Background: an optimization exercise with open tools, aiming at small area, a short achievable clock period and few clock cycles per item. Do not read the settings as production practice.
In this exercise RTL edits were held to simulation tests only and were not proved equivalent to the original.
Power figures rest on the tool's default switching activity, not on a simulated workload.

--- flow/config.mk ---
export PLATFORM = sky130hd
export DESIGN_NAME = ela_stream_deinterlacer
export DESIGN_NICKNAME = ela_stream_deinterlacer
export VERILOG_FILES = /design/flow/design.v
export SDC_FILE = /design/flow/constraint.sdc
export NUM_CORES = 4
export LEC_CHECK = 0
export CAP_MARGIN = 20
export CORE_MARGIN = 2
export CORE_UTILIZATION = 75
export CTS_BUF_LIST = sky130_fd_sc_hd__clkbuf_16
export CTS_CLUSTER_DIAMETER = 50
export CTS_CLUSTER_SIZE = 28
export SLEW_MARGIN = 20
--- flow/constraint.sdc ---
create_clock -name core_clock -period 12.0 [get_ports {clk}]
set_input_delay 2.4000 -clock core_clock [delete_from_list [all_inputs] [get_ports {clk}]]
set_output_delay 2.4000 -clock core_clock [all_outputs]
set_load 0.01 [all_outputs]
--- flow/design.v ---
module ela_stream_deinterlacer #(
  parameter int unsigned IMG_W  = 128,
  parameter int unsigned IMG_H  = 64,
  parameter int unsigned PIX_W  = 8,
  parameter int unsigned ADDR_W = 13
) (
  input  logic              clk,
  input  logic              rst,
  input  logic              ready,
  input  logic [1:0]        mode,
  input  logic [PIX_W-1:0]  in_data,
  output logic              req,
  output logic              wen,
  output logic [ADDR_W-1:0] addr,
  output logic [PIX_W-1:0]  data_wr,
  output logic              busy,
  output logic              done
);
  localparam int unsigned PW  = PIX_W;
  localparam int unsigned NW  = IMG_W;           
  localparam int unsigned TP  = NW - 3;          
  localparam int unsigned TI  = NW - 1;          
  localparam int unsigned SA  = TP;              
  localparam int unsigned NI  = 66;              
  localparam logic [6:0]  PH0 = 7'd126;          
  localparam logic [6:0]  RPH = 7'd125;          
  localparam int unsigned QB  = 3;               
  localparam int unsigned QN  = 1 << QB;
  localparam logic [3:0]  TH  = 4'(QN - 1);      
  localparam logic [3:0]  THR = 4'(QN - 2);      
  localparam logic [2:0] S_INIT = 3'd0, S_RECV = 3'd1, S_XFER = 3'd2, S_B = 3'd3, S_L = 3'd4,
                         S_END = 3'd5;
  logic [2:0] st;
  logic [4:0] rin;           
  logic [6:0] kin;           
  logic       deliv;
  logic       arr_q;
  logic [PW-1:0] in_q;
  logic       reqwant, committed, bad0, ins_last;
  logic       req_i;         
  logic       lastw;         
  logic [ADDR_W-1:0] addr_c;   
  logic [6:0] col, dph;
  logic [3:0] cnt, cnt_n;
  logic       ok_q, okr_q, ph0;    
  logic [6:0] dph_n;
  logic [1:0] mode_q;
  logic [PW*NW-1:0]     frg;    
  logic [PW*NW-1:0]     rrg;    
  logic [6:0]           ph;     
  logic [6:0]           ins_q;  
  logic [6:0]           dins_q;  
  logic                 dly_q;  
  logic [PW-1:0]        in_qq;  
  logic [6:0]           eidx;   
  logic [PW-1:0]        edat;   
  logic                 r0acc;  
  logic [PW*QN-1:0] qf;
  logic [QB:0]      wp, rp;
  logic          v1, ela1;
  logic [PW-1:0] a1, s1a, s3a, df1, df2, df3;
  function automatic logic [PW:0] padd(input logic [PW-1:0] a, input logic [PW-1:0] b,
                                       input logic ci);
    logic [PW-1:0] g, p, g1, p1, g2, p2, g3;
    logic [PW:0]   c;
    g = a & b;
    p = a ^ b;
    g1 = g;
    p1 = p;
    for (int i = 1; i < PW; i++) begin
      g1[i] = g[i] | (p[i] & g[i-1]);
      p1[i] = p[i] & p[i-1];
    end
    g2 = g1;
    p2 = p1;
    for (int i = 2; i < PW; i++) begin
      g2[i] = g1[i] | (p1[i] & g1[i-2]);
      p2[i] = p1[i] & p1[i-2];
    end
    g3 = g2;
    for (int i = 4; i < PW; i++) begin
      g3[i] = g2[i] | (p2[i] & g2[i-4]);
    end
    c[0] = ci;
    for (int i = 0; i < PW; i++) begin
      c[i+1] = g3[i] | (((i < 4) ? p2[i] : (p2[i] & p2[(i < 4) ? 0 : i-4])) & ci);
    end
    padd = {c[PW], p ^ c[PW-1:0]};
  endfunction
  function automatic logic [PW-1:0] avg2(input logic [PW-1:0] a, input logic [PW-1:0] b);
    logic [PW:0] s;
    s = padd(a, b, 1'b0);
    avg2 = s[PW:1];
  endfunction
  function automatic logic [PW-1:0] absdiff(input logic [PW-1:0] a, input logic [PW-1:0] b);
    logic [PW:0] ab, am;
    ab = padd(a, ~b, 1'b1);
    am = padd(a, ~b, 1'b0);
    absdiff = ab[PW] ? ab[PW-1:0] : ~am[PW-1:0];
  endfunction
  function automatic logic le(input logic [PW-1:0] x, input logic [PW-1:0] y);
    logic [PW:0] t;
    t = padd(y, ~x, 1'b1);
    le = t[PW];
  endfunction
  logic [PW-1:0] um1, uc, up1, dm1, dc, dp1;
  assign up1 = frg[PW*(TP-1) +: PW];
  assign uc  = frg[PW*TP +: PW];
  assign um1 = frg[PW*(TP+1) +: PW];
  assign dp1 = rrg[PW*(TP-1) +: PW];
  assign dc  = rrg[PW*TP +: PW];
  assign dm1 = rrg[PW*(TP+1) +: PW];
  logic phase_ok, ev_x, ev_b, ev_l, ev, ins, item, a0ins, accept, set_req, reqwant_n, pop;
  assign phase_ok = ph0;
  assign ev_x  = (st == S_XFER) && phase_ok;
  assign ev_b  = (st == S_B) && phase_ok && (committed || ok_q);
  assign ev_l  = (st == S_L) && phase_ok && ok_q;
  assign ev    = ev_x | ev_b | ev_l;
  assign ins   = ((ev_x | ev_b) && (col != 7'd0)) || ins_last;
  assign item  = arr_q | ev_b | ev_l;
  assign a0ins = arr_q && (rin == 5'd0);
  assign accept = req_i && ready;
  assign pop   = ready && (wp != rp);
  always_comb begin
    set_req = 1'b0;
    if (st == S_INIT) set_req = 1'b1;
    if (deliv && ready && (kin == 7'd127) && (rin == 5'd0) && !bad0) set_req = 1'b1;
    if (ev_x && (col == 7'd127)) set_req = 1'b1;
    if (ev_b && (col == 7'd125) && (rin != 5'd31) && okr_q) set_req = 1'b1;
    if (ev_b && (col == 7'd127) && (rin != 5'd31) && !committed) set_req = 1'b1;
  end
  assign reqwant_n = (reqwant && !accept) || set_req;
  logic [3:0] cnt_a, cnt_b;
  logic       ok_a, ok_b, okr_a, okr_b;
  assign cnt_a = cnt + {3'd0, item};
  assign cnt_b = cnt + {3'd0, item} - 4'd1;
  assign ok_a  = (cnt_a <= TH);
  assign ok_b  = (cnt_b <= TH);
  assign okr_a = (cnt_a <= THR);
  assign okr_b = (cnt_b <= THR);
  assign cnt_n = pop ? cnt_b : cnt_a;
  logic r0first;    
  assign r0first = accept && !r0acc;
  always_comb begin
    if (r0first) dph_n = PH0;
    else if (!ev) dph_n = dph + 1'b1;
    else dph_n = dph;
  end
  always_ff @(posedge clk) begin
    for (int i = 0; i < NW; i++) begin
      if (i == 0)
        frg[PW*i +: PW] <= frg[PW*(NW-1) +: PW];
      else if (i == TI && ins)
        frg[PW*i +: PW] <= dm1;
      else if (i == SA && a0ins)
        frg[PW*i +: PW] <= in_q;
      else
        frg[PW*i +: PW] <= frg[PW*(i-1) +: PW];
    end
  end
  assign eidx = dly_q ? dins_q : ins_q;
  assign edat = dly_q ? in_qq : in_q;
  always_ff @(posedge clk) begin
    for (int i = 0; i < NW; i++) begin
      if ((((i - TP + NW) % NW) < NI) && ((((i - TP + NW) % NW) % 2) == 1) &&
          (arr_q || dly_q) && (eidx == 7'(i)))
        rrg[PW*i +: PW] <= edat;
      else
        rrg[PW*i +: PW] <= rrg[PW*((i + NW - 1) % NW) +: PW];
    end
  end
  always_ff @(posedge clk) begin
    mode_q <= mode;
    in_q   <= in_data;
    in_qq  <= in_q;
    dins_q <= ins_q + 1'b1;
  end
  always_ff @(posedge clk) begin
    if (arr_q) a1 <= in_q;
    else if (ev_l || (mode_q == 2'd2)) a1 <= uc;
    else a1 <= avg2(uc, dc);
    ela1 <= ev_b && (mode_q == 2'd1) && (col != 7'd0) && (col != 7'd127);
    df1  <= absdiff(um1, dp1);
    df2  <= absdiff(uc, dc);
    df3  <= absdiff(up1, dm1);
    s1a  <= avg2(um1, dp1);
    s3a  <= avg2(up1, dm1);
  end
  logic [PW-1:0] res, rd;
  always_comb begin
    res = a1;
    if (ela1 && !(le(df2, df1) && le(df2, df3))) res = le(df1, df3) ? s1a : s3a;
    rd = qf[PW-1:0];
    for (int i = 1; i < QN; i++) begin
      if (rp[QB-1:0] == i) rd = qf[PW*i +: PW];
    end
  end
  always_ff @(posedge clk) begin
    for (int i = 0; i < QN; i++) begin
      if (v1 && (wp[QB-1:0] == i)) qf[PW*i +: PW] <= res;
    end
    data_wr <= rd;
    addr    <= addr_c;
  end
  logic [ADDR_W-1:0] addr_n;
  always_comb begin
    addr_n = addr_c + 1'b1;
    if (addr_c[6:0] == 7'd127) begin
      if (addr_c[12:7] == 6'd0) addr_n = {6'd2, 7'd0};
      else if (!addr_c[7]) addr_n = {addr_c[12:7] - 6'd1, 7'd0};
      else if (addr_c[12:7] == 6'd61) addr_n = {6'd63, 7'd0};
      else addr_n = {addr_c[12:7] + 6'd3, 7'd0};
    end
  end
  always_ff @(posedge clk) begin
    if (rst) begin
      st        <= S_INIT;
      rin       <= '0;
      kin       <= '0;
      deliv     <= 1'b0;
      arr_q     <= 1'b0;
      dly_q     <= 1'b0;
      reqwant   <= 1'b0;
      committed <= 1'b0;
      bad0      <= 1'b0;
      ins_last  <= 1'b0;
      col       <= '0;
      dph       <= '0;
      cnt       <= '0;
      ok_q      <= 1'b1;
      okr_q     <= 1'b1;
      ph0       <= 1'b1;
      wp        <= '0;
      rp        <= '0;
      v1        <= 1'b0;
      req       <= 1'b0;
      req_i     <= 1'b0;
      r0acc     <= 1'b0;
      wen       <= 1'b0;
      addr_c    <= '0;
      lastw     <= 1'b0;
      busy      <= 1'b0;
      done      <= 1'b0;
    end else begin
      reqwant <= reqwant_n;
      req     <= reqwant_n && ready && (!r0acc || (ph == RPH));
      req_i   <= reqwant_n && ready && (!r0acc || (ph == RPH));
      if (accept) r0acc <= 1'b1;
      ph      <= r0first ? PH0 : ph + 1'b1;
      ins_q   <= 7'(TP + 2) + ph - kin;
      dly_q   <= arr_q && (ins_q[0] == TP[0]);
      arr_q   <= deliv && ready;
      if (accept) begin
        deliv <= 1'b1;
        kin   <= '0;
      end else if (deliv && ready) begin
        kin <= kin + 1'b1;
        if (kin == 7'd127) deliv <= 1'b0;
      end
      if (deliv && !ready && (kin != 7'd0) && (rin == 5'd0)) bad0 <= 1'b1;
      v1  <= item;
      cnt   <= cnt_n;
      ok_q  <= pop ? ok_b : ok_a;
      okr_q <= pop ? okr_b : okr_a;
      if (v1) wp <= wp + 1'b1;
      if (pop) rp <= rp + 1'b1;
      wen   <= pop;
      if (pop) addr_c <= addr_n;
      lastw <= pop && (addr_c == 13'd8191);
      if (lastw) begin
        done <= 1'b1;
        busy <= 1'b0;
      end
      dph <= dph_n;
      ph0 <= (dph_n == 7'd0);
      if (ev) col <= col + 1'b1;
      ins_last <= (ev_x || ev_b) && (col == 7'd127);
      case (st)
        S_INIT: begin
          busy <= 1'b1;
          st   <= S_RECV;
        end
        S_RECV: begin
          if (arr_q) begin
            if (!deliv) begin
              if (rin == 5'd0) begin
                if (bad0) st <= S_XFER;
                else rin <= 5'd1;
              end else begin
                st <= S_B;
              end
            end
          end
        end
        S_XFER: begin
          if (ev_x && (col == 7'd127)) begin
            st  <= S_RECV;
            rin <= 5'd1;
          end
        end
        S_B: begin
          if (ev_b && (col == 7'd125) && (rin != 5'd31) && okr_q) committed <= 1'b1;
          if (ev_b && (col == 7'd127)) begin
            committed <= 1'b0;
            if (rin == 5'd31) begin
              st <= S_L;
            end else begin
              st  <= S_RECV;
              rin <= rin + 1'b1;
            end
          end
        end
        S_L: begin
          if (ev_l && (col == 7'd127)) st <= S_END;
        end
        default: ;
      endcase
    end
  end
endmodule
--- flow/flow/run.sh ---
#!/bin/bash
set -euo pipefail
MARGIN=$(cat flow/margin.txt 2>/dev/null || echo 8)
bash standard.sh SETUP_SLACK_MARGIN="$MARGIN" \
  "BUFFER_PORTS_ARGS=-buffer_cell sky130_fd_sc_hd__buf_2" finish > flow_make.log 2>&1
--- flow/flow/margin.txt ---
9.0
--- flow/standard.sh ---
#!/bin/bash
# synth_recipe.tcl (not shown) runs the flow's synth.tcl, then flattens the netlist and writes it again
# the make line also repeats each setting of config.mk as NAME=value (left out here)
make -C /OpenROAD-flow-scripts/flow DESIGN_CONFIG=/design/flow/config.mk WORK_HOME=/design/flow/orfs CLKGATE_MAP_FILE= SYNTH_SCRIPT=/design/flow/synth_recipe.tcl "${@:-finish}"
==> results of run 1 <==
[worst register-to-register path, delay by kind of cell, from the launching register on]
family           cells  cell delay [ps]
AO/OA/AOI/OAI        2              620
flip-flops           1              620
AND/OR/NAND/NOR      4             1760
[power breakdown]
part / switching (mW) / internal (mW)
clock network: 2.80 / 2.42
logic: 0.161 / 0.0892
registers: 0.0631 / 7.71
[final timing paths]
path                                from       end  slack (ps)  depth (start not counted)
worst max-delay path                 req       req        8400                          1
worst min-delay path            frg[724]  frg[732]         310                          0
worst max register to register  ins_q[0]  rrg[306]        8940                          6
worst min register to register  frg[724]  frg[732]         310                          0
[area by class of cell]
type,instances,area [sq um]
repair inverters,1,7.51
flip-flops and latches,2292,46700
fillers,3155,12400
multi-input cells,1445,9760
inverters,122,462
repair buffers,47,368
diodes,1,2.50
clock inverters,106,1200
well taps,978,1220
clock buffers,137,3430
[sequential cells by signal, summed over array words and instances (netlist names), 5 cells and up]
register / flops
col: 7
df3: 8
data_wr: 8
s1a: 8
s3a: 8
kin: 7
in_q: 8
a1: 8
ins_q: 7
in_qq: 8
frg: 1024
addr: 13
df2: 8
rin: 5
rrg: 1024
dins_q: 7
qf: 64
ph: 7
dph: 7
df1: 8
addr_c: 13
[logic make-up after synthesis]
kind of cell    after synthesis
flops                      2292
xor+xnor                     84
fa+ha+maj                   123
simple gates                622
mux                         130
compound gates              486
buf+inv                     220
[routing by layer]
| metal | GRT usage, % | up-vias |
|---|---|---|
| met5 | 0 | - |
| met4 | 14.6 | 6 |
| met3 | 5.54 | 507 |
| met2 | 54.4 | 1598 |
| met1 | 39.2 | 14400 |
| li1 | - | 13100 |
[cell usage in the layout, fill, tap and decap left out, drive strengths merged, types with 9 or more instances in the layout]
cell type,count
buf,46
a21oi,245
a21o,19
or3,9
nand2b,16
mux2i,32
edfxtp,78
xnor2,44
clkinvlp,11
nand4,18
bufinv,9
a31oi,21
mux2,98
o21ai,106
nand3b,9
clkbuf,138
and3,19
xor2,40
nor3,19
ha,116
o21bai,12
or2,12
o221ai,9
inv,170
nor2,271
nand3,28
and2,12
nor3b,15
o22ai,10
nand2,168
dfxtp,2214
clkinv,39
[timing repair]
| item | in CTS | in global routing |
|---|---|---|
| gates resized for setup | 21 | 29 |
| hold buffers | 0 | 0 |
| endpoints found under the setup margin | 118 | 100 |
| buffers inserted | 4 | 0 |
| gates cloned | 1 | 0 |
| pin swaps | 0 | 0 |
==> summary.txt, run 1 <==
* TritonCTS clock tree: built
- Final worst-path cycle share: 30.0%
* Root buffer cell: sky130_fd_sc_hd__clkbuf_16
* Slew Limit Fails: 0
- Final ANT Viol Nets: 0
* Headroom to the max-slew limit: between 10% and 20%
* Maximum single-stage delay on the critical path: roughly 350 ps
* Cells taking the most area after synthesis: sky130_fd_sc_hd__dfxtp_1 78%, sky130_fd_sc_hd__edfxtp_1 4.1%, sky130_fd_sc_hd__ha_1 2.5%
- Clock-pin slew was measured on the worst setup and hold paths at ~90 ps.
* Worst path setup slack after routing: 8400 ps
- Inserted Clock Buffers: approximately 130
- Net Count, Synth: 4093
- Synthesized area divided by synthesized cell count: between 10 and 15 sq um
- Static timing analysis puts the maximum clock frequency at between 200 and 300 MHz.
- Share of flip-flops with an asynchronous set or reset after synthesis: 0%
* Starting Density: between 70% and 80%
- The clock tree synthesis step divided the H-tree into 4 levels.
* Insertion delay of the later-clocked pin in the worst-skew pair: 780 ps
- Slew of the pin with the lowest slew margin: approximately 1300 ps
* Final RePlAce weighted congestion: roughly 0.90
- The analysis attributes to cell leakage a power of approximately 25 nW.
* Most common flop cell mapped by yosys: sky130_fd_sc_hd__dfxtp_1
* Post-synthesis cell type count: slightly below 80
* Crit path arrival time: roughly 1200 ps
- Die width: between 200 and 300 um
* Synthesized cell area: 57000 sq um
- Post-Place Setup Slack: approximately 7800 ps
- Slowest stage cell, crit path: sky130_fd_sc_hd__dfxtp_4
- Max Used Layer: met5
* Adder and majority gate portion of the synthesized area: under 10%
- Of the post-synthesis cell area, the part taken by muxes is roughly 2.5%.
- Setup total negative slack: 0 ps
* Kind of capture point of the worst setup path: output port
* Post-detailed-route via-to-cell ratio: approximately 5.8
- Final core utilization: a little over four fifths
* DR WL met2: 64.5 mm
* Finished layout cell area: 63100 sq um
- The cell family contributing the most delay on the critical path is flip-flops.
- For the worst setup path, the data required time is 9600 ps.
- Kind of launch point of the worst setup path: register
- Critical-path maximum fanout: 2
* Sequential fraction of the synthesis area: 81.8%
* Parity-gate share of the synthesized area counting xor and xnor cells: under 10%
- The routed design uses approximately 8 mm of met3 wire.
- The number of antenna violations at the first check in global routing is 6.
- The routed design has 128 mm of wire.
- Number of max-capacitance violations reported: 0
- After synthesis, the most frequently instantiated cells are 2214 x sky130_fd_sc_hd__dfxtp_1, 248 x sky130_fd_sc_hd__nor2_1, 245 x sky130_fd_sc_hd__a21oi_1.
* Total power of the final layout: between 10 and 15 mW
- Met1 wire length: 48.9 mm
* Post-Place Cells: between 4000 and 5000
- For this design, the sink count on the clock tree is ~2300.
- Pre-antenna DRT Iters: 5
- Gate count of the mapped netlist: around 4000
- The synthesized netlist devotes about 5.0% of its cell area to simple gates.
- IO buf count: 37
- Compared with the post-synthesis result, the final layout area differs by 10.7%.
- For this run, the number of Yosys warnings is 1.
* Height of the chip: ~280 um
- Core box area: roughly 76000 sq um
- The biggest area contributor in the post-synthesis netlist is sky130_fd_sc_hd__dfxtp_1.
- The detailed router finished its first iteration with 2987 violations.
- Number of standard cells in the final layout excluding fillers: about 5100
- Entering global routing, the biggest net connects between 50 and 60 pins.
- Final Hold Slack: 312 ps
* Crit Path Class: register to output port
- For this run the aggregate overflow at the end of global routing stands at 0.
- Power spread over the standard cell area amounts to roughly 210 nW/um^2.
- Minimum period implied by the final worst setup slack: approximately 3600 ps
* Global-route usage over all layers: 31.6%
- Clk_skew: between 50 and 60 ps
- First-pass GRT wire length: around 190 mm
- Summing over every cut layer, the via total after detailed routing is a little under 30000.
- The top cell type by area accounts for 77.7% of the synthesized area.
* Ordered list of cells on the worst path: buf_6
- Total Die Area: between 70000 and 80000 sq um
- In the final routed layout, each cell accounts on average for 24.9 um.
* Total setup violations reported at the end of the flow: 0
* Most frequent cell after synthesis: sky130_fd_sc_hd__dfxtp_1
- Share of post-route cells with drive strength above 1: roughly 11%
* Final Hold Vio Count: 0
* Run status: complete, no violations
- The clock passes through at most 3 buffers.
* Setup repair after global routing missed its margin: yes
* Number of global-route vias before repair: 30900
- Worst path buffer plus inverter count: 1
- The synthesized netlist devotes around 5.0% of its cell area to compound gates.
- Area of placed instances: 58200 sq um
* I/O pin count: 38
- DRC violation count after routing: 0
* Flop and latch count out of synthesis: 2292
- Worst voltage drop across the vdd grid: 0.247 mV
* Largest family of logic cells by synthesized area: simple AND/OR/NAND/NOR gates
- Post-synth EDFFs: 78
- Summed over all nets, the half-perimeter wirelength after detailed placement is between 60 and 70 mm.
- Number of nets in the finished design: about 4200
- Type of the tightest min-delay check: register to register
* Std cell rows: slightly above 100
Testbench counts, summed over its fixed seeds: cycles 262,400, frames 32.
==> run 2, diff against run 1 <==
==> flow/flow/margin.txt (replaced) <==
8.6
--- a/flow/config.mk
+++ b/flow/config.mk
@@ -8,7 +8,8 @@
 export CAP_MARGIN = 20
 export CORE_MARGIN = 2
-export CORE_UTILIZATION = 75
+export CORE_UTILIZATION = 80
 export CTS_BUF_LIST = sky130_fd_sc_hd__clkbuf_16
-export CTS_CLUSTER_DIAMETER = 50
-export CTS_CLUSTER_SIZE = 28
+export CTS_CLUSTER_DIAMETER = 55
+export CTS_CLUSTER_SIZE = 26
+export PLACE_DENSITY = 0.85
 export SLEW_MARGIN = 20
==> run 2 against run 1 <==
Power is 6.2% lower. Sequential power hardly changed. Flip-flop and latch count stayed put. Highest routed layer unchanged. Die area is 6.2% lower. Sequential share of layout area is 1.7 points higher. Critical path type is now register to register. Largest cell class unchanged. Global-route usage is 5.4 points higher. Non-clock buffer count is 6 higher.
==> summary.txt, run 2 <==
- Run status: complete, no violations
* Slew of the pin with the lowest slew margin: 1200 ps (-110 ps)
* IO buf count: 37 (unchanged)
- The total buffers and inverters traversed by the critical path came to 1 (unchanged).
* Setup repair after global routing missed its margin: yes
* Inserted Clock Buffers: 110 (-18%)
* Headroom to the max-slew limit: 19.1% (+7.4 points)
* Largest net degree at the start of global routing: 59 (unchanged)
- Final Hold Vio Count: 0 (unchanged)
- Fmax: 233 MHz (-16%)
- Global-route usage over all layers: 37.0% (+5.4 points)
- Total setup violations reported at the end of the flow: 0 (unchanged)
* Final RePlAce weighted congestion: 0.860 (-4.5%)
* Share of flip-flops with an asynchronous set or reset after synthesis: 0% (unchanged)
* Pre-antenna DRT Iters: 8 (+3)
- The largest fanout on the critical path was 9 (+7).
- The worst hold path belongs to the class register to register.
* Initial antenna violation count: 9 (+3)
- The leakage component of the power is 24.9 nW (-2.3%).
- The average wire length per cell after detail routing was 27.9 um (+12%).
- Commonest cells post-synth: 2214 x sky130_fd_sc_hd__dfxtp_1, 248 x sky130_fd_sc_hd__nor2_1, 245 x sky130_fd_sc_hd__a21oi_1
- The average instance area after synthesis is 14.4 sq um (unchanged).
- The H-tree level count was 3 (-1).
- Final core utilization: 87.8% (+4.3 points)
- The share of synthesized cell area in full adder, half adder and majority cells came to 2.79% (unchanged).
* Parity-gate share of the synthesized area counting xor and xnor cells: 1.29% (unchanged)
* Flop and latch count out of synthesis: 2292 (unchanged)
- Pwr/cell area: 201 nW/um^2 (-4.1%)
- The remaining antenna violation count after routing was 0 (unchanged).
- The horizontal die dimension is 271 um (-3.1%).
- The area of the die is 73400 sq um (-6.2%).
- The number of nets in the synthesized netlist was 4093 (unchanged).
- The cts-stage hold buffer count is 0 (unchanged).
* Post-Place Cells: 4848 (-0.62%)
- In the layout the commonest cells are 2195 x sky130_fd_sc_hd__dfxtp_1, 245 x sky130_fd_sc_hd__nor2_1, 245 x sky130_fd_sc_hd__a21oi_1.
- Required time at the worst-slack endpoint: 12590 ps (+2990 ps)
- Starting Density: 81.1% (+5.7 points)
- The number of library cell types mapped by synthesis is 79 (unchanged).
* Height of the chip: 271 um (-3.1%)
* Number of max-capacitance violations reported: 0 (unchanged)
- Sorting the synthesized cells by area gives the leading types as sky130_fd_sc_hd__dfxtp_1 78%, sky130_fd_sc_hd__edfxtp_1 4.1%, sky130_fd_sc_hd__ha_1 2.5%.
- The final critical-path setup slack was 7700 ps (-694 ps).
- The clock insertion delay at the later pin of the skew report was 740 ps (-40 ps).
- Number of global-route vias before repair: 32000 (+3.6%)
* Crit Path Class: register to register
- Area of all sequential standard cells: 46700 sq um (about the same)
* Synth area leader: sky130_fd_sc_hd__dfxtp_1
- Post-detailed-route via-to-cell ratio: 6.15 (+6.6%)
* Final worst-path cycle share: 35.8% (+5.8 points)
* Worst voltage drop across the vdd grid: 0.192 mV (-22%)
- Detailed-route wire length: 140 mm (+9.5%)
* Synthesized cell area: 57000 sq um (unchanged)
* Fraction of synthesized area in multiplexers: 2.50% (unchanged)
- HPWL after detailed placement: 60.8 mm (-1.6%)
- Finished layout cell area: 61700 sq um (-2.3%)
- Clock-pin slew on the worst setup and hold paths: 100 ps (about the same)
- STA classifies the critical path startpoint as a register.
- In the synthesized netlist the dominant register cell turns out to be sky130_fd_sc_hd__dfxtp_1.
- Cell class contributing the biggest share of worst-path delay: simple AND/OR/NAND/NOR gates
- The largest stage delay on the critical path was 650 ps (+300 ps).
- Top flop regs: frg x1024, rrg x1024, qf x64
* Core box area: 70300 sq um (-7.0%)
- The worst hold-check slack was 316 ps (+3.83 ps).
- Clk_skew: 45.5 ps (-12.3 ps)
- The number of synthesized flops with an enable pin is 78 (unchanged).
- From synthesis to final layout, the design area changed by 8.22%.
* CTS Buffer Depth: 3 (unchanged)
- Yosys instantiated no cell more often than sky130_fd_sc_hd__dfxtp_1.
* Count of filler cells inserted in the layout: 2408 (-24%)
* Area of placed instances: 58100 sq um (-0.20%)
* Overall overflow remaining after global route: 0 (unchanged)
* Crit path arrival time: 4890 ps (+3690 ps)
- The count of vias placed by the detailed router came to 30900 (+4.5%).
- The share of post-route cells with drive strength above 1 came to 9.58% (-1.6 points).
- The number of placement rows came to 97 (-4.0%).
* Most common library cell in the layout ignoring fill and taps: sky130_fd_sc_hd__dfxtp_1
- The minimum period implied by the final worst setup slack was 4300 ps (+694 ps).
- Slowest stage cell, crit path: sky130_fd_sc_hd__xnor2_1
- The post-route total power was 12.4 mW (-6.2%).
* Worst R2R Setup Slack: 7700 ps (-1240 ps)
- Sequential fraction of the synthesis area: 81.8% (unchanged)
- Drt first-iter violations: 4354 (+46%)
- The count of unresolved DRC violations after routing was 0 (unchanged).
- The post-synthesis compound-gate area fraction was 4.99% (unchanged).
* Proportion of netlist area held by the largest area contributor: 77.7% (unchanged)
- Most common cell on crit path: sky130_fd_sc_hd__ha_1
* Combined area of the multi-input logic cells: 9570 sq um (-1.9%)
- Clock tree sinks: 2292 (unchanged)
- I/O pin count: 38 (unchanged)
- First-pass GRT wire length: 203 mm (+8.9%)
- The post-place setup slack came to 7730 ps (-38.4 ps).
- TritonCTS built the clock tree.
* Root buffer cell: sky130_fd_sc_hd__clkbuf_16
- The post-synthesis simple-gate area fraction is 5.05% (unchanged).
* Largest family of logic cells by synthesized area: simple AND/OR/NAND/NOR gates
- Slew Limit Fails: 0 (unchanged)
* Total number of yosys warnings: 1 (unchanged)
- The worst setup path is captured at a register.
- The final non-filler cell total was 5027 (-2.0%).
* Setup total negative slack: 0 ps (unchanged)
- Gate count of the mapped netlist: 3957 (unchanged)
- Ordered list of cells on the worst path: nand3b_1 -> nor3b_1 -> or3_1 -> ha_1 -> ha_1 -> inv_1 -> ha_1 -> xnor2_1 -> nor3_1 -> o311ai_0
* Number of nets in the finished design: 4161 (-0.43%)
[run 2: final timing paths]
path | endpoint | start | cells past startpoint
worst min-delay path | rrg[61] | rrg[53] | 0
worst max register to register | okr_q | st[2] | 10
worst min register to register | rrg[61] | rrg[53] | 0
worst max-delay path | okr_q | st[2] | 10
[run 2: power by group]
group          switching, mW  internal, mW
combinational          0.193        0.0905
sequential            0.0730          7.71
clock                   2.57          1.78
[run 2: what timing repair did]
action,4_1_cts,5_1_grt
setup buffers,2,2
gates cloned,1,0
setup endpoints to repair,41,42
resized for setup,34,15
pin swaps,0,1
[run 2: kinds of logic after synthesis]
logic type               Yosys count
adder cells (fa/ha/maj)          123
AND/OR/NAND/NOR                  622
AO/OA/AOI/OAI                    486
multiplexers                     130
flip-flops                      2292
buffers and inverters            220
XOR/XNOR                          84
[run 2: final cells by class]
class	instances	share of cell area [%]
clock inverters	57	0.945
well taps	940	1.91
repair buffers	53	0.683
diodes	6	0.0243
multi-input cells	1445	15.5
repair inverters	1	0.0122
clock buffers	111	4.50
flip-flops and latches	2292	75.7
inverters	122	0.748
[run 2: per-layer routing]
layer | vias up | global-route usage, % | part of all wire [%]
met2 | 2185 | 62.2 | 49
met5 | - | 0.263 | 0.024
met1 | 15000 | 45.0 | 36
met3 | 770 | 7.79 | 8.9
li1 | 13000 | - | -
met4 | 6 | 19.9 | 6.7
==> run 3, diff against run 2 <==
--- a/flow/config.mk
+++ b/flow/config.mk
@@ -8,8 +8,7 @@
 export CAP_MARGIN = 20
 export CORE_MARGIN = 2
-export CORE_UTILIZATION = 80
+export CORE_UTILIZATION = 70
 export CTS_BUF_LIST = sky130_fd_sc_hd__clkbuf_16
 export CTS_CLUSTER_DIAMETER = 55
 export CTS_CLUSTER_SIZE = 26
-export PLACE_DENSITY = 0.85
 export SLEW_MARGIN = 20
==> run 3 against run 2 <==
Critical path depth is 9 lower. Synthesized area unchanged. Sequential power is essentially flat. Sequential share of layout area fell by 0.45 points. Combinational power is 22% lower. Worst setup slack better by 760 ps. Routed wire length is 28% lower. Flip-flop and latch count did not move. Count of clock-buffer cells in the layout increased by 7. Design area is 0.59% higher. Hold slack lost 10 ps. Critical path type is now register to output port. Largest cell class unchanged. Highest routed layer is now met4.
==> summary.txt, run 3 <==
- Synthesized cell area: 57000 sq um (unchanged)
- Adder and majority gate portion of the synthesized area: 2.79% (unchanged)
* Clk_skew: 56.3 ps (+10.8 ps)
- The largest net degree at the start of global routing was 59 (unchanged).
- The number of synthesized flops with an enable pin was 78 (unchanged).
- The estimated wirelength of the detail-placed design came to 55.5 mm (-8.7%).
* Detail-routed net length per standard cell: 19.6 um (-30%)
- The post-synthesis instance total came to 3957 (unchanged).
- Minimum period implied by the final worst setup slack: 3540 ps (-761 ps)
* Height of the chip: 289 um (+6.8%)
* Flop and latch count out of synthesis: 2292 (unchanged)
- Slowest stage cell, crit path: sky130_fd_sc_hd__dfxtp_2
- The area share of the largest cell type after synthesis is 77.7% (unchanged).
- The timing-limited maximum frequency is 283 MHz (+22%).
* Total Die Area: 83800 sq um (+14%)
- The endpoint required time on the critical path is 9600 ps (-2990 ps).
- Ranked by total cell area, the synthesized netlist is headed by sky130_fd_sc_hd__dfxtp_1 78%, sky130_fd_sc_hd__edfxtp_1 4.1%, sky130_fd_sc_hd__ha_1 2.5%.
* Slew Limit Fails: 0 (unchanged)
- The wire length after detailed routing was 101 mm (-28%).
* Ordered list of cells on the worst path: buf_6
- Kind of launch point of the worst setup path: register
* I/O pin count: 38 (unchanged)
- Total setup violations reported at the end of the flow: 0 (unchanged)
- CTS Buffer Depth: 3 (unchanged)
* Final ANT Viol Nets: 0 (unchanged)
- The first-pass GRT wire length was 158 mm (-22%).
- Share of post-route cells with drive strength above 1: 9.46% (-0.12 points)
* Final core utilization: 77.1% (-11 points)
- The count of vias placed by the detailed router came to 26900 (-13%).
- Number of nets in the finished design: 4163 (+0.048%)
- The max-capacitance violation count was 0 (unchanged).
- TritonCTS built the clock tree.
- The total clock buffers created by CTS is 116 (+5.5%).
- Crit path arrival time: 1140 ps (-3750 ps)
* IO buf count: 37 (unchanged)
* Fraction of the mapped netlist area in compound gates: 4.99% (unchanged)
* Number of global-route vias before repair: 28800 (-10%)
* Layout overhead on the synthesized area: 8.86%
- sky130_fd_sc_hd__dfxtp_1 takes more of the synthesized area than any other cell.
- The H-tree level count was 3 (unchanged).
- The commonest cells after synthesis are 2214 x sky130_fd_sc_hd__dfxtp_1, 248 x sky130_fd_sc_hd__nor2_1, 245 x sky130_fd_sc_hd__a21oi_1.
* Worst path setup slack after routing: 8460 ps (+761 ps)
- Total number of yosys warnings: 1 (unchanged)
- The critical path in this run is classified as register to output port.
- Post-detailed-route via-to-cell ratio: 5.22 (-15%)
- Run status: complete, no violations
- The number of antenna violations at the first check in global routing is 4 (-5).
* Final worst-path cycle share: 29.5% (-6.3 points)
- Final RePlAce weighted congestion: 0.841 (-2.1%)
* Sequential fraction of the synthesis area: 81.8% (unchanged)
- Among all flip-flop cells after synthesis, the most frequent one is sky130_fd_sc_hd__dfxtp_1.
- The slew at the pin closest to its max-slew limit came to 1100 ps (-102 ps).
- The number of placement rows was 104 (+7.2%).
- Broken down by cell family, the worst path's largest delay share belongs to flip-flops.
- Core box area: 80500 sq um (+15%)
* Setup total negative slack: 0 ps (unchanged)
* Parity-gate share of the synthesized area counting xor and xnor cells: 1.29% (unchanged)
- The leakage component of the power was 24.9 nW (+0.37%).
- The library cell used most frequently in the layout, excluding fill and tap cells, is sky130_fd_sc_hd__dfxtp_1.
- Area of all sequential standard cells: 46700 sq um (about the same)
- Top flop regs: frg x1024, rrg x1024, qf x64
- The largest fanout on the critical path came to 1 (-8).
- Starting Density: 70.8% (-10 points)
- The max-slew headroom at the worst pin came to 25.2% (+6.1 points).
- The footprint of the multi-input gates came to 9530 sq um (-0.42%).
* Setup repair after global routing missed its margin: yes
* Fraction of synthesized area in multiplexers: 2.50% (unchanged)
* Most frequent cell after synthesis: sky130_fd_sc_hd__dfxtp_1
- The largest stage delay on the critical path came to 330 ps (-320 ps).
* Clock-pin slew on the worst setup and hold paths: 90 ps (about the same)
- Pre-antenna DRT Iters: 5 (-3)
* Most frequent cells in the layout: 2198 x sky130_fd_sc_hd__dfxtp_1, 248 x sky130_fd_sc_hd__nor2_1, 245 x sky130_fd_sc_hd__a21oi_1
- The async set-or-reset flop fraction in the synthesized netlist came to 0% (unchanged).
- Overall overflow remaining after global route: 0 (unchanged)
* Final Hold Vio Count: 0 (unchanged)
* Global-route usage over all layers: 24.4% (-13 points)
- DRC violation count after routing: 0 (unchanged)
- Number of buffers inserted for hold repair after clock tree synthesis: 0 (unchanged)
* Post-Place Setup Slack: 7780 ps (+44.2 ps)
* Post-Synth Simple-Gate Area: 5.05% (unchanged)
- The total buffers and inverters traversed by the critical path was 1 (unchanged).
* Worst voltage drop across the vdd grid: 0.213 mV (+11%)
- By area, the combinational part of the netlist is dominated by simple AND/OR/NAND/NOR gates.
- The average instance area after synthesis came to 14.4 sq um (unchanged).
- Total power of the final layout: 12.4 mW (-0.30%)
- The number of filler cells placed in the layout came to 4323 (+80%).
* Kind of capture point of the worst setup path: output port
- The path class of the tightest hold or removal check is register to register.
- The clock insertion delay at the later pin of the skew report came to 720 ps (-20 ps).
* Die width: 289 um (+6.8%)
- Clock tree sinks: 2292 (unchanged)
* Drt first-iter violations: 1669 (-62%)
- Post-synthesis cell type count: 79 (unchanged)
* Net Count, Synth: 4093 (unchanged)
- The cell sitting at the root of the clock tree is a sky130_fd_sc_hd__clkbuf_16.
* Pwr/cell area: 199 nW/um^2 (-0.89%)
-- run 3: cell count changes in the layout (fill, tap and decap cells not counted), sizes merged --
cell	previous run	this run
diode	6	1
clkbuf	111	118
buf	53	49
bufinv	1	2
clkinv	16	24
clkinvlp	6	3
-- run 3: cells by family (layout without fill, tap and decap cells) --
kind of cell | after synthesis | in the layout
AOI/OAI and AO/OA | 486 | 486
xor gates and xnor gates | 84 | 84
and+or+nand+nor | 622 | 622
buffers and inverters | 220 | 353
muxes | 130 | 130
other | 0 | 1
DFF | 2292 | 2292
adders and majority gates | 123 | 123
-- run 3: metal layers --
metal,share of wire (%),GRT usage (%),up-vias,wire length [um]
li1,-,-,13000,-
met5,0,0,-,0
met1,42,30.0,13000,42100
met3,3.9,3.63,234,3900
met4,3.4,9.28,0,3480
met2,51,43.5,639,51700
-- run 3: metrics by stage --
step	instances	hold WS, ps	instance area (sq um)
after detailed placement	4966	312	58200
after global routing	5150	316	62100
after CTS	5149	304	62000
after floorplan	3957	310	57000
after global placement	4966	310	58200
final	5151	306	62100
-- run 3: area by class of cell --
cell class	count	area share, %
flip-flops and latches	2292	75.2
clock inverters	63	1.17
clock buffers	118	4.76
diodes	1	0.00403
repair buffers	49	0.601
repair inverters	1	0.0121
inverters	122	0.744
multi-input cells	1445	15.4
well taps	1060	2.14
-- run 3: final timing paths --
| check | start | to | slack [ps] | cells after the start |
|---|---|---|---|---|
| setup reg to reg | st[2] | okr_q | 9150 | 10 |
| hold reg to reg | rrg[5] | rrg[13] | 310 | 0 |
| hold / removal | rrg[5] | rrg[13] | 310 | 0 |
| setup / recovery | data_wr[2] | data_wr[2] | 8460 | 1 |
-- run 3: power breakdown --
group / leakage [nW] / total [mW] / internal, mW / switching, mW
Sequential: 18.6 / 7.76 / 7.71 / 0.0519
Combinational: 4.53 / 0.222 / 0.0884 / 0.134
Clock: 1.83 / 4.40 / 1.92 / 2.48
Total: 24.9 / 12.4 / 9.72 / 2.66
-- run 3: what timing repair did --
item	4_1_cts	5_1_grt
pin swaps	0	0
cloned	1	0
setup buffers	1	1
endpoints found under the setup margin	32	49
resized for setup	10	25
==> run 4, diff against run 3 <==
--- a/flow/config.mk
+++ b/flow/config.mk
@@ -10,5 +10,5 @@
 export CORE_UTILIZATION = 70
 export CTS_BUF_LIST = sky130_fd_sc_hd__clkbuf_16
-export CTS_CLUSTER_DIAMETER = 55
-export CTS_CLUSTER_SIZE = 26
+export CTS_CLUSTER_DIAMETER = 45
+export CTS_CLUSTER_SIZE = 22
 export SLEW_MARGIN = 20
==> run 4 against run 3 <==
Count of clock-buffer cells in the layout up 32. Power rose by 6.1%. Synthesized cell count unchanged. Critical path type unchanged. Combinational power about the same. Largest power group unchanged.
==> summary.txt, run 4 <==
- Run status: complete, no violations
- Total Die Area: 83800 sq um (unchanged)
* Kind of launch point of the worst setup path: register
- The final period utilization came to 29.8% (+0.34 points).
- Crit path arrival time: 1180 ps (+40 ps)
- Worst voltage drop across the vdd grid: 0.201 mV (-5.9%)
- Fmax: 279 MHz (-1.2%)
- The number of library cell types mapped by synthesis was 79 (unchanged).
- The core area was 80500 sq um (unchanged).
* Net Count, Synth: 4093 (unchanged)
- The total clock buffers created by CTS was 149 (+28%).
* Worst path buffer plus inverter count: 1 (unchanged)
- Die width: 289 um (unchanged)
- The endpoint identified for the worst register-to-register timing path is rrg[1009].
- The power density over cell area came to 208 nW/um^2 (+4.4%).
- Crit Path Class: register to output port
- Headroom to the max-slew limit: 23.6% (-1.5 points)
- Worst R2R Setup Slack: 8960 ps (-190 ps)
- Share of post-route cells with drive strength above 1: 10.4% (+0.94 points)
- Slew Limit Fails: 0 (unchanged)
* Pre-antenna DRT Iters: 6 (+1)
* Synthesized cell area: 57000 sq um (unchanged)
* Clock tree sinks: 2292 (unchanged)
* Total setup violations reported at the end of the flow: 0 (unchanged)
* Via count: 27400 (+1.9%)
- Number of buffers inserted for hold repair after clock tree synthesis: 0 (unchanged)
- The number of global-route vias before repair was 29500 (+2.7%).
- Critical-path maximum fanout: 2 (+1)
* Drt first-iter violations: 1770 (+6.1%)
* Endpoint of the most critical setup path: req
- The number of placement rows is 104 (unchanged).
- The placed cell area was 58200 sq um (unchanged).
* DRC violation count after routing: 0 (unchanged)
- Clock-pin slew on the worst setup and hold paths: 80 ps (about the same)
- Slew of the pin with the lowest slew margin: 1120 ps (+22.4 ps)
- The tree is rooted in a sky130_fd_sc_hd__clkbuf_16.
* Minimum period implied by the final worst setup slack: 3580 ps (+41.3 ps)
* Synth area leader: sky130_fd_sc_hd__dfxtp_1
- Cells taking the most area after synthesis: sky130_fd_sc_hd__dfxtp_1 78%, sky130_fd_sc_hd__edfxtp_1 4.1%, sky130_fd_sc_hd__ha_1 2.5%
- Insertion delay of the later-clocked pin in the worst-skew pair: 770 ps (+50 ps)
- In the post-synthesis netlist, the cell with the most instances is sky130_fd_sc_hd__dfxtp_1.
- Worst reg2reg startpoint: arr_q
* Flop and latch count out of synthesis: 2292 (unchanged)
- The average wire length per cell after detail routing is 20.6 um (+4.7%).
- Number of standard cells in the final layout excluding fillers: 5203 (+1.0%)
- Relative to the synthesized area, the layout overhead comes to 10.7%.
* Ordered list of cells on the worst path: buf_6
- Final Hold Vio Count: 0 (unchanged)
* Synthesized area divided by synthesized cell count: 14.4 sq um (unchanged)
* I/O pin count: 38 (unchanged)
* Leakage power figure: 25.4 nW (+2.0%)
* Overall overflow remaining after global route: 0 (unchanged)
* Most frequent cells in the layout: 2200 x sky130_fd_sc_hd__dfxtp_1, 248 x sky130_fd_sc_hd__nor2_1, 245 x sky130_fd_sc_hd__a21oi_1
* Starting Density: 70.8% (unchanged)
- Post-detailed-route via-to-cell ratio: 5.27 (+0.91%)
- TritonCTS clock tree: built
- Kind of capture point of the worst setup path: output port
- Maximum single-stage delay on the critical path: 350 ps (+20 ps)
- The endpoint required time on the critical path came to 9600 ps (about the same).
* Detailed-route wire length: 107 mm (+5.7%)
* Clk_skew: 90.1 ps (+33.8 ps)
* Top flop regs: frg x1024, rrg x1024, qf x64
- Count of cells along the worst register-to-register path: 5 (-5)
- Slowest stage cell, crit path: sky130_fd_sc_hd__dfxtp_2
- The area share of the largest cell type after synthesis is 77.7% (unchanged).
* Setup total negative slack: 0 ps (unchanged)
- Share of flip-flops with an asynchronous set or reset after synthesis: 0% (unchanged)
* Finished layout cell area: 63100 sq um (+1.7%)
- Setup repair after global routing could not meet its margin everywhere.
- The total routing usage reported by global routing came to 25.9% (+1.5 points).
- The post-synthesis instance total was 3957 (unchanged).
* Final RePlAce weighted congestion: 0.841 (unchanged)
* Commonest cells post-synth: 2214 x sky130_fd_sc_hd__dfxtp_1, 248 x sky130_fd_sc_hd__nor2_1, 245 x sky130_fd_sc_hd__a21oi_1
* Count of cell instances traversed by the critical path: 1 (unchanged)
- Critical Path Source: req
- Sequential fraction of the synthesis area: 81.8% (unchanged)
- Post-synth EDFFs: 78 (unchanged)
- The number of antenna violations at the first check in global routing was 4 (unchanged).
* Number of max-capacitance violations reported: 0 (unchanged)
- First-pass GRT wire length: 165 mm (+4.8%)
- The floorplan die height was 289 um (unchanged).
- The number of instances in the placed design is 4966 (unchanged).
- HPWL after detailed placement: 55.5 mm (unchanged)
* CTS HTree Levels: 4 (+1)
- IO buf count: 37 (unchanged)
- The maximum number of buffers from clock root to sink is 3 (unchanged).
- The cell family contributing the most delay on the critical path is flip-flops.
- The final layout net count came to 4195 (+0.77%).
- The largest net degree at the start of global routing came to 59 (unchanged).
* Most common library cell in the layout ignoring fill and taps: sky130_fd_sc_hd__dfxtp_1
- For this run, the leading register cell type out of synthesis is sky130_fd_sc_hd__dfxtp_1.
- The tightest min-delay check is of the register to register type.
- Total number of yosys warnings: 1 (unchanged)
- Final Hold Slack: 261 ps (-44.8 ps)
* Final ANT Viol Nets: 0 (unchanged)
==> run 4: cell types whose count changed in the layout (fill, tap and decap cells not counted), moves of 2 or more <==
cell	before	now
sky130_fd_sc_hd__clkinv_8	8	12
sky130_fd_sc_hd__clkinv_16	3	7
sky130_fd_sc_hd__clkbuf_16	118	150
sky130_fd_sc_hd__inv_1	131	137
sky130_fd_sc_hd__clkinv_4	1	4
sky130_fd_sc_hd__clkinvlp_4	3	8
sky130_fd_sc_hd__inv_8	7	5
sky130_fd_sc_hd__bufinv_16	2	5
sky130_fd_sc_hd__clkinv_2	6	8
sky130_fd_sc_hd__dfxtp_1	2198	2200
sky130_fd_sc_hd__inv_16	5	2
sky130_fd_sc_hd__inv_12	6	3
sky130_fd_sc_hd__dfxtp_2	16	14
==> run 4: kinds of logic (layout without fill, tap and decap cells) <==
group / Yosys count / in the layout / synth area share, %
compound gates: 486 / 486 / 4.99
xor+xnor: 84 / 84 / 1.29
fa+ha+maj: 123 / 123 / 2.79
buf+inv: 220 / 405 / 1.54
flops: 2292 / 2292 / 81.8
mux: 130 / 130 / 2.50
other cells: 0 / 1 / 0
simple gates: 622 / 622 / 5.05
==> run 4: repair_timing <==
action	4_1_cts	5_1_grt
gates resized for setup	11	21
endpoints found under the hold margin	0	0
gates cloned	1	0
buffers inserted	1	0
endpoints found under the setup margin	32	48
==> run 4: layer usage <==
metal / vias up / wire, um / GRT usage (%)
li1: 13100 / - / -
met1: 13300 / 43000 / 31.2
met2: 770 / 55500 / 46.4
met3: 264 / 4710 / 4.45
met4: 4 / 3690 / 10.2
met5: - / 20 / 0
==> run 4: worst min-delay path by stage <==
stage,from,slack [ps],cells after the start,to
after detailed placement,frg[100],310,0,frg[108]
after global placement,rrg[837],310,0,rrg[845]
after floorplan,frg[1016],310,0,frg[0]
final,frg[979],260,0,frg[987]
after global routing,frg[979],260,0,frg[987]
after CTS,frg[979],260,0,frg[987]
==> run 4: report_power, final <==
| group | total, mW | switching, mW | leakage (nW) | internal [mW] |
|---|---|---|---|---|
| clock | 5.16 | 2.69 | 2.34 | 2.47 |
| sequential | 7.76 | 0.0518 | 18.6 | 7.71 |
| combinational | 0.222 | 0.135 | 4.52 | 0.0870 |
==> run 4: per-stage QoR <==
| step | worst slack, ps | util (%) | power (mW) |
|---|---|---|---|
| 2_1_floorplan | 8600 | - | 8.06 |
| 3_3_place_gp | 7830 | 72.3 | 8.13 |
| 3_5_place_dp | 7780 | 72.3 | 8.14 |
| 4_1_cts | 8370 | 78.2 | 13.2 |
| 5_1_grt | 8370 | 78.3 | 13.5 |
| 6_report | 8420 | 78.3 | 13.1 |
==> run 4: cell type report <==
class                      count  area (sq um)
fill                        4131         17400
sequential                  2292         46700
multi-input combinational   1445          9530
timing repair buffer          48           359
timing repair inverter         1          7.51
clock buffer                 150          3750
tap                         1060          1330
clock inverter                84           978
inverter                     122           462
antenna                        1          2.50
==> run 4: worst reg2reg max path, delay by kind of cell, from the launching register on <==
| kind | cells | cell delay (ps) |
|---|---|---|
| DFF | 1 | 1010 |
| and+or+nand+nor | 3 | 1380 |
| AOI/OAI and AO/OA | 2 | 450 |
==> run 5, diff against run 4 <==
--- a/flow/config.mk
+++ b/flow/config.mk
@@ -9,6 +9,6 @@
 export CORE_MARGIN = 2
 export CORE_UTILIZATION = 70
-export CTS_BUF_LIST = sky130_fd_sc_hd__clkbuf_16
-export CTS_CLUSTER_DIAMETER = 45
-export CTS_CLUSTER_SIZE = 22
+export CTS_BUF_LIST = sky130_fd_sc_hd__clkbuf_8
+export CTS_CLUSTER_DIAMETER = 40
+export CTS_CLUSTER_SIZE = 14
 export SLEW_MARGIN = 20
==> run 5 against run 4 <==
Still clean. Critical path depth is the same. Sequential power is essentially flat. Synthesized cell count is the same. Die area is the same. Non-clock buffer count is the same. Highest routed layer is now met4.
==> summary.txt, run 5 <==
- Final core utilization: 76.7% (-1.6 points)
- Sequential fraction of the synthesis area: 81.8% (unchanged)
- Die width: 289 um (unchanged)
* Area of placed instances: 58200 sq um (unchanged)
- Crit Path Class: register to output port
- The power density over cell area came to 194 nW/um^2 (-6.8%).
- The H-tree level count is 4 (unchanged).
- The endpoint required time on the critical path was 9600 ps (about the same).
- The number of ports placed on the die boundary came to 38 (unchanged).
* Flop and latch count out of synthesis: 2292 (unchanged)
- Setup total negative slack: 0 ps (unchanged)
- Leakage power figure: 24.9 nW (-2.3%)
* Detail-routed net length per standard cell: 17.0 um (-17%)
* Setup repair after global routing missed its margin: yes
- TritonCTS clock tree: built
- Number of max-capacitance violations reported: 0 (unchanged)
* Global-route usage over all layers: 21.4% (-4.5 points)
* Total number of yosys warnings: 1 (unchanged)
- Gate count of the mapped netlist: 3957 (unchanged)
- Commonest cells post-synth: 2214 x sky130_fd_sc_hd__dfxtp_1, 248 x sky130_fd_sc_hd__nor2_1, 245 x sky130_fd_sc_hd__a21oi_1
* Cell class contributing the biggest share of worst-path delay: flip-flops
- The maximum number of buffers from clock root to sink is 3 (unchanged).
- Slowest stage cell, crit path: sky130_fd_sc_hd__dfxtp_2
* Final RePlAce weighted congestion: 0.841 (unchanged)
* Clk_skew: 38.8 ps (-51.3 ps)
* Critical-path maximum fanout: 1 (-1)
- Crit path arrival time: 1310 ps (+130 ps)
- The slew at the pin closest to its max-slew limit is 1050 ps (-67.9 ps).
* Total Die Area: 83800 sq um (unchanged)
- By instance count, the leading cell after synthesis is sky130_fd_sc_hd__dfxtp_1.
* Fmax: 270 MHz (-3.5%)
- Top flop regs: frg x1024, rrg x1024, qf x64
* Most common flop cell mapped by yosys: sky130_fd_sc_hd__dfxtp_1
- The number of filler cells placed in the layout is 4435 (+7.4%).
- Proportion of netlist area held by the largest area contributor: 77.7% (unchanged)
* Number of nets in the finished design: 4246 (+1.2%)
- The clock sink count was 2292 (unchanged).
- Std cell rows: 104 (unchanged)
- The post-route total power was 12.0 mW (-8.7%).
* Share of post-route cells with drive strength above 1: 11.4% (+0.96 points)
- The final non-filler cell total was 5237 (+0.65%).
- Largest net degree at the start of global routing: 58 (-1.7%)
- First-pass GRT wire length: 141 mm (-14%)
- The via count normalized by instance count was 5.05 (-4.1%).
- Inserted Clock Buffers: 200 (+34%)
- Kind of capture point of the worst setup path: output port
- Drt first-iter violations: 1370 (-23%)
- Clock-pin slew on the worst setup and hold paths: 80 ps (about the same)
- Minimum period implied by the final worst setup slack: 3710 ps (+131 ps)
- The total buffers and inverters traversed by the critical path was 1 (unchanged).
* Kind of launch point of the worst setup path: register
* Pre-antenna DRT Iters: 5 (-1)
- The worst hold-check slack came to 310 ps (+48.8 ps).
* Post-Place Cells: 4966 (unchanged)
* Insertion delay of the later-clocked pin in the worst-skew pair: 870 ps (+100 ps)
- Root buffer cell: sky130_fd_sc_hd__clkbuf_8
- The wire length after detailed routing is 88.9 mm (-17%).
- The final period utilization is 30.9% (+1.1 points).
- Number of global-route vias before repair: 27600 (-6.4%)
- The estimated wirelength of the detail-placed design is 55.5 mm (unchanged).
- The average instance area after synthesis came to 14.4 sq um (unchanged).
* Height of the chip: 289 um (unchanged)
- Ordered list of cells on the worst path: buf_6
- Type of the tightest min-delay check: register to register
* Total setup violations reported at the end of the flow: 0 (unchanged)
- The post-place setup slack is 7780 ps (unchanged).
- Post-synthesis cell type count: 79 (unchanged)
- Finished layout cell area: 61800 sq um (-2.1%)
- In the post-synthesis netlist, the biggest area contributors are sky130_fd_sc_hd__dfxtp_1 78%, sky130_fd_sc_hd__edfxtp_1 4.1%, sky130_fd_sc_hd__ha_1 2.5%.
* Initial antenna violation count: 3 (-1)
- Leaving out fill and tap cells, the most frequent cell in the layout is sky130_fd_sc_hd__dfxtp_1.
- The final critical-path setup slack was 8290 ps (-131 ps).
* Final Hold Vio Count: 0 (unchanged)
* Net Count, Synth: 4093 (unchanged)
- Layout overhead on the synthesized area: 8.36%
- The count of unresolved DRC violations after routing was 0 (unchanged).
- The core area is 80500 sq um (unchanged).
* Worst voltage drop across the vdd grid: 0.146 mV (-27%)
* Post-synth EDFFs: 78 (unchanged)
- The flow ran to the end and the layout has no timing, DRC or antenna violations.
* Synthesized cell area: 57000 sq um (unchanged)
- Final ANT Viol Nets: 0 (unchanged)
* Overall overflow remaining after global route: 0 (unchanged)
- Slew Limit Fails: 0 (unchanged)
- Share of flip-flops with an asynchronous set or reset after synthesis: 0% (unchanged)
* Maximum single-stage delay on the critical path: 330 ps (-20 ps)
- The initial core utilization came to 70.8% (unchanged).
- Via count: 26500 (-3.5%)
* Synth area leader: sky130_fd_sc_hd__dfxtp_1
- Headroom to the max-slew limit: 28.3% (+4.6 points)
* IO buf count: 37 (unchanged)
- Leaving out fill and tap cells, the most frequent cells in the layout are 2199 x sky130_fd_sc_hd__dfxtp_1, 248 x sky130_fd_sc_hd__nor2_1, 245 x sky130_fd_sc_hd__a21oi_1.
[run 5: cell types whose count changed in the layout (fill, tap and decap cells not counted), sizes merged]
cell,change
bufinv,-2
clkbuf,+54
clkinv,-22
clkinvlp,+1
diode,+4
inv,-1
[run 5: cells by family after synthesis]
logic type / after synthesis / synth area share (%)
AO/OA/AOI/OAI: 486 / 4.99
AND/OR/NAND/NOR: 622 / 5.05
XOR/XNOR: 84 / 1.29
flip-flops: 2292 / 81.8
multiplexers: 130 / 2.50
adder cells (fa/ha/maj): 123 / 2.79
buffers and inverters: 220 / 1.54
[run 5: layout make-up]
class	count	area [sq um]	area share [%]
inverters	122	462	0.747
clock inverters	60	596	0.964
multi-input cells	1445	9530	15.4
repair inverters	1	5.00	0.00810
diodes	5	12.5	0.0203
repair buffers	48	362	0.585
clock buffers	204	2810	4.54
well taps	1060	1330	2.15
flip-flops and latches	2292	46700	75.6
[run 5: worst register-to-register path: cells and delay by family (launching register included)]
| family | cells | cell delay [ps] |
|---|---|---|
| AOI/OAI and AO/OA | 2 | 540 |
| DFF | 1 | 1020 |
| and+or+nand+nor | 3 | 1300 |
[run 5: final timing paths]
path / endpoint / cells past startpoint / slack, ps / from
setup / recovery: addr[4] / 1 / 8290 / addr[4]
hold / removal: rrg[983] / 0 / 310 / rrg[975]
setup reg to reg: rrg[211] / 5 / 9080 / arr_q
hold reg to reg: rrg[983] / 0 / 310 / rrg[975]
[run 5: power breakdown]
| part | leakage [nW] | internal, mW | switching (mW) |
|---|---|---|---|
| Combinational | 4.52 | 0.0867 | 0.130 |
| Sequential | 18.6 | 7.71 | 0.0490 |
| Clock | 1.77 | 1.67 | 2.35 |
[run 5: per-layer routing]
| layer | global-route usage (%) | up-vias | routed length (um) |
|---|---|---|---|
| met5 | 0 | - | 0 |
| met4 | 7.71 | 0 | 1860 |
| met3 | 3.81 | 146 | 3390 |
| met2 | 35.6 | 509 | 42700 |
| met1 | 28.5 | 12600 | 41000 |
| li1 | - | 13200 | - |
[run 5: repair_timing]
item,CTS,global route
gates cloned,0,1
hold buffers,0,0
endpoints found under the setup margin,25,34
buffers inserted,1,0
gates resized for setup,10,22
==> run 6, diff against run 5 <==
--- a/flow/design.v
+++ b/flow/design.v
@@ -258,5 +258,5 @@
         if (kin == 7'd127) deliv <= 1'b0;
       end
-      if (deliv && !ready && (kin != 7'd0) && (rin == 5'd0)) bad0 <= 1'b1;
+      if (deliv && !ready && (rin == 5'd0)) bad0 <= 1'b1;
       v1  <= item;
       cnt   <= cnt_n;
--- a/flow/config.mk
+++ b/flow/config.mk
@@ -9,6 +9,6 @@
 export CORE_MARGIN = 2
 export CORE_UTILIZATION = 70
-export CTS_BUF_LIST = sky130_fd_sc_hd__clkbuf_8
-export CTS_CLUSTER_DIAMETER = 40
-export CTS_CLUSTER_SIZE = 14
+export CTS_BUF_LIST = sky130_fd_sc_hd__clkbuf_16
+export CTS_CLUSTER_DIAMETER = 55
+export CTS_CLUSTER_SIZE = 26
 export SLEW_MARGIN = 20
==> run 6 against run 5 <==
Cell count fell by 2.5%. Flip-flop and latch count is the same. Routed wire length rose by 18%. Worst setup slack gained 150 ps. Largest power group unchanged. Synthesized area increased by 0.17%. Largest cell class unchanged. Core utilization grew 0.54 points. Hold slack improved by 4.8 ps. Power grew 4.6%. Die area is 0.16% higher. Clock skew decreased by 3.0 ps.
==> summary.txt, run 6 <==
- Among all flip-flop cells after synthesis, the most frequent one is sky130_fd_sc_hd__dfxtp_1.
- Via count: 26800 (+1.2%)
* Net Count, Synth: 4041 (-1.3%)
- Root buffer cell: sky130_fd_sc_hd__clkbuf_16
* Leakage power figure: 24.9 nW (+0.12%)
* Total number of yosys warnings: 1 (unchanged)
* Met3 track demand over resource: 3.49% (-0.33 points)
* Pwr/cell area: 201 nW/um^2 (+3.7%)
- The horizontal die dimension was 290 um (about the same).
- The area share of the largest cell type after synthesis was 77.6% (-0.13 points).
* Overall overflow remaining after global route: 0 (unchanged)
- Sequential share of power: 62.0% (-2.7 points)
- Final Hold Vio Count: 0 (unchanged)
- The met1 track demand over resource came to 33.1% (+4.6 points).
- Crit path arrival time: 1160 ps (-150 ps)
- The timing-limited maximum frequency was 281 MHz (+4.3%).
* Slew of the pin with the lowest slew margin: 1040 ps (-13.3 ps)
* Met2 GRT Util: 44.7% (+9.2 points)
- I/O pin count: 38 (unchanged)
* Final ANT Viol Nets: 0 (unchanged)
- Flop and latch count out of synthesis: 2292 (unchanged)
- Detail-routed net length per standard cell: 20.6 um (+21%)
- Required time at the worst-slack endpoint: 9600 ps (about the same)
- Post-detailed-route via-to-cell ratio: 5.24 (+3.8%)
- The average instance area after synthesis is 14.6 sq um (+1.5%).
- Inserted Clock Buffers: 118 (-41%)
- Most frequent cell after synthesis: sky130_fd_sc_hd__dfxtp_1
- Total power of the final layout: 12.5 mW (+4.6%)
- The worst voltage drop across the vdd grid is 0.215 mV (+48%).
* Crit Path Class: register to output port
- The sequential share of the synthesized area is 81.7% (-0.14 points).
- The worst setup path is captured at an output port.
- Sorting the synthesized cells by how often they occur yields 2214 x sky130_fd_sc_hd__dfxtp_1, 240 x sky130_fd_sc_hd__a21oi_1, 238 x sky130_fd_sc_hd__nor2_1.
* Cells taking the most area after synthesis: sky130_fd_sc_hd__dfxtp_1 78%, sky130_fd_sc_hd__edfxtp_1 4.1%, sky130_fd_sc_hd__ha_1 2.5%
- TritonCTS clock tree: built
* CTS Buffer Depth: 3 (unchanged)
* Top flop regs: frg x1024, rrg x1024, qf x64
- The number of library cell types mapped by synthesis is 81 (+2.5%).
- STA classifies the critical path startpoint as a register.
- Share of power burned in combinational logic: 2.0% (+0.2 points)
- Most common library cell in the layout ignoring fill and taps: sky130_fd_sc_hd__dfxtp_1
* Total setup violations reported at the end of the flow: 0 (unchanged)
- Number of global-route vias before repair: 28000 (+1.3%)
* Cell class contributing the biggest share of worst-path delay: flip-flops
- The floorplan die height came to 290 um (about the same).
* Worst path buffer plus inverter count: 1 (unchanged)
- Switching share of power: 21.5% (+0.43 points)
- The clock sink count is 2292 (unchanged).
- The number of antenna violations at the first check in global routing was 4 (+1).
- Setup total negative slack: 0 ps (unchanged)
* Critical-path maximum fanout: 2 (+1)
* Ordered list of cells on the worst path: buf_6
* Count of filler cells inserted in the layout: 4350 (-1.9%)
- Setup repair after global routing could not meet its margin everywhere.
- Synth area leader: sky130_fd_sc_hd__dfxtp_1
- Post-synth EDFFs: 78 (unchanged)
- Pre-antenna DRT Iters: 7 (+2)
* CTS HTree Levels: 3 (-1)
- Most crowded layer after global routing: met2
- The total routing usage reported by global routing came to 25.5% (+4.1 points).
- Total Die Area: 83900 sq um (+0.16%)
- Headroom to the max-slew limit: 30.3% (+2.0 points)
- The internal power contribution is 9.84 mW (+4.0%).
- Std cell rows: 104 (unchanged)
- The core area is 80700 sq um (+0.16%).
- The setup skew after layout was 35.8 ps (-2.99 ps).
- The first-pass GRT wire length is 163 mm (+15%).
- The synthesized cell area came to 57100 sq um (+0.17%).
- Number of buffers inserted for hold repair after clock tree synthesis: 0 (unchanged)
- The largest net degree at the start of global routing came to 58 (unchanged).
* Layout overhead on the synthesized area: 9.11%
* Gate count of the mapped netlist: 3906 (-1.3%)
* DRC violation count after routing: 0 (unchanged)
- Number of max-capacitance violations reported: 0 (unchanged)
- The final weighted congestion in routability-driven placement came to 0.849 (+0.93%).
- The final layout net count is 4109 (-3.2%).
- Type of the tightest min-delay check: register to register
- The clock slew at the register clock pins of the worst setup and hold paths was 100 ps (+20 ps).
- The wire length after detailed routing is 105 mm (+18%).
- The clock share of power was 36.0% (+2.5 points).
- The final period utilization was 29.6% (-1.3 points).
* HPWL after detailed placement: 57.6 mm (+3.8%)
* Most frequent cells in the layout: 2194 x sky130_fd_sc_hd__dfxtp_1, 240 x sky130_fd_sc_hd__a21oi_1, 237 x sky130_fd_sc_hd__nor2_1
- Switching power summed over all nets: 2.70 mW (+6.7%)
- Slew Limit Fails: 0 (unchanged)
- The clock insertion delay at the later pin of the skew report came to 720 ps (-150 ps).
* Starting Density: 70.8% (about the same)
* Minimum period implied by the final worst setup slack: 3560 ps (-154 ps)
* Maximum single-stage delay on the critical path: 360 ps (+30 ps)
- Among all stages on the critical path, the largest delay is contributed by sky130_fd_sc_hd__dfxtp_2.
- The flow ran to the end and the layout has no timing, DRC or antenna violations.
- IO buf count: 37 (unchanged)
- The share of post-route cells with drive strength above 1 came to 10.3% (-1.0 points).
- The initial DRC count is 1874 (+37%).
- Share of flip-flops with an asynchronous set or reset after synthesis: 0% (unchanged)
## run 6: changes by cell type in the layout (fill, tap and decap cells not counted), moves of 7 or more
cell / delta
sky130_fd_sc_hd__clkbuf_16: +121
sky130_fd_sc_hd__clkbuf_8: -204
sky130_fd_sc_hd__inv_1: +8
sky130_fd_sc_hd__mux2_1: +15
sky130_fd_sc_hd__mux2_2: +24
sky130_fd_sc_hd__mux2i_1: +10
sky130_fd_sc_hd__nand2_1: -45
sky130_fd_sc_hd__nand3_1: +7
sky130_fd_sc_hd__nor2_1: -11
sky130_fd_sc_hd__o21ai_0: -40
## run 6: final timing paths
path                            startpoint  endpoint  slack (ps)  cells past startpoint
worst max-delay path                   req       req        8440                      1
worst max register to register       st[1]      ok_q        8870                     11
worst min-delay path              rrg[390]  rrg[398]         310                      0
worst min register to register    rrg[390]  rrg[398]         310                      0
## run 6: cell type report
type                    instances  area (sq um)  share of cell area (%)
well taps                    1060          1330                    2.13
repair buffers                 49           403                   0.647
flip-flops and latches       2292         46700                    74.9
multi-input cells            1387          9600                    15.4
clock inverters                68           788                    1.26
clock buffers                 121          3030                    4.86
diodes                          1          2.50                 0.00402
repair inverters                1          5.00                 0.00803
inverters                     125           473                   0.759
## run 6: logic make-up (layout without fill, tap and decap cells)
logic type,count (synthesis),in the layout,synth area share (%)
DFF,2292,2292,81.7
and+or+nand+nor,566,566,4.67
AOI/OAI and AO/OA,436,436,4.55
buffers and inverters,227,364,1.59
muxes,175,175,3.37
adders and majority gates,122,122,2.76
xor gates and xnor gates,88,88,1.35
other,0,1,0
## run 6: power groups by stage
stage,clock network [mW],registers [mW],logic (mW)
after global placement,0,7.94,0.218
after floorplan,0,7.93,0.162
after global routing,4.83,7.79,0.269
final,4.51,7.78,0.246
after detailed placement,0,7.95,0.230
after CTS,4.58,7.78,0.237
## run 6: what timing repair did
action	4_1_cts	5_1_grt
cloned	0	1
endpoints found under the hold margin	0	0
gates resized for setup	16	30
endpoints found under the setup margin	53	36
setup buffers	2	0
## run 6: routing by layer
| layer | part of all wire [%] | vias to the layer above | routed length [um] |
|---|---|---|---|
| li1 | - | 12900 | - |
| met1 | 43 | 13000 | 45000 |
| met2 | 51 | 681 | 53200 |
| met3 | 3.9 | 180 | 4090 |
| met4 | 2.6 | 0 | 2770 |
| met5 | 0 | - | 0 |
## run 6: through the flow
step | instances | instance area [sq um] | hold WS [ps] | util, % | setup WS, ps
2_1_floorplan | 3906 | 57100 | 310 | - | 8600
3_3_place_gp | 4911 | 58300 | 310 | 72.2 | 7590
3_5_place_dp | 4911 | 58300 | 312 | 72.3 | 7470
4_1_cts | 5102 | 62200 | 312 | 77.1 | 8390
5_1_grt | 5103 | 62300 | 319 | 77.2 | 8400
6_report | 5104 | 62300 | 315 | 77.2 | 8440
Testbench counts of run 6, summed over its fixed seeds: cycles 262,400, frames 32.

==> port drivers added, routing unchanged <==
No port has a modelled driver above. Below, the same layouts with a new extraction and two added sets of constraints.
Step 1 (the two cells are an assumption about what drives the block):
set clk [get_ports {clk}]
set_driving_cell -lib_cell sky130_fd_sc_hd__clkbuf_16 $clk
set_driving_cell -lib_cell sky130_fd_sc_hd__buf_2 [delete_from_list [all_inputs] $clk]
Step 2 moves the port delays by t, midway between the first and last clock arrival at a register: inputs arrive t later, outputs are due t later. That takes back most of the time a late clock gives input paths.
Slacks: no drivers / after step 1 / after step 2; pairs: no drivers / after step 1.
run	shift t [ns]	setup slack, ns	worst register clock-pin slew, ns	cell pins on the clock port's net
run 1	0.822	8.396 / 8.319 / 8.253	0.13 / 0.13	1
run 2	0.790	7.702 / 7.702 / 7.702	0.12 / 0.12	1
run 3	0.762	8.463 / 8.396 / 8.007	0.11 / 0.11	1
run 4	0.795	8.421 / 8.356 / 8.053	0.10 / 0.10	1
run 5	0.911	8.290 / 8.226 / 7.763	0.09 / 0.09	1
run 6	0.769	8.445 / 8.377 / 7.942	0.11 / 0.11	1
After both steps every run listed still meets setup and hold. The setup slack of run 5, which loses most, moves by -0.064 ns with the drivers and by -0.527 ns with both steps.
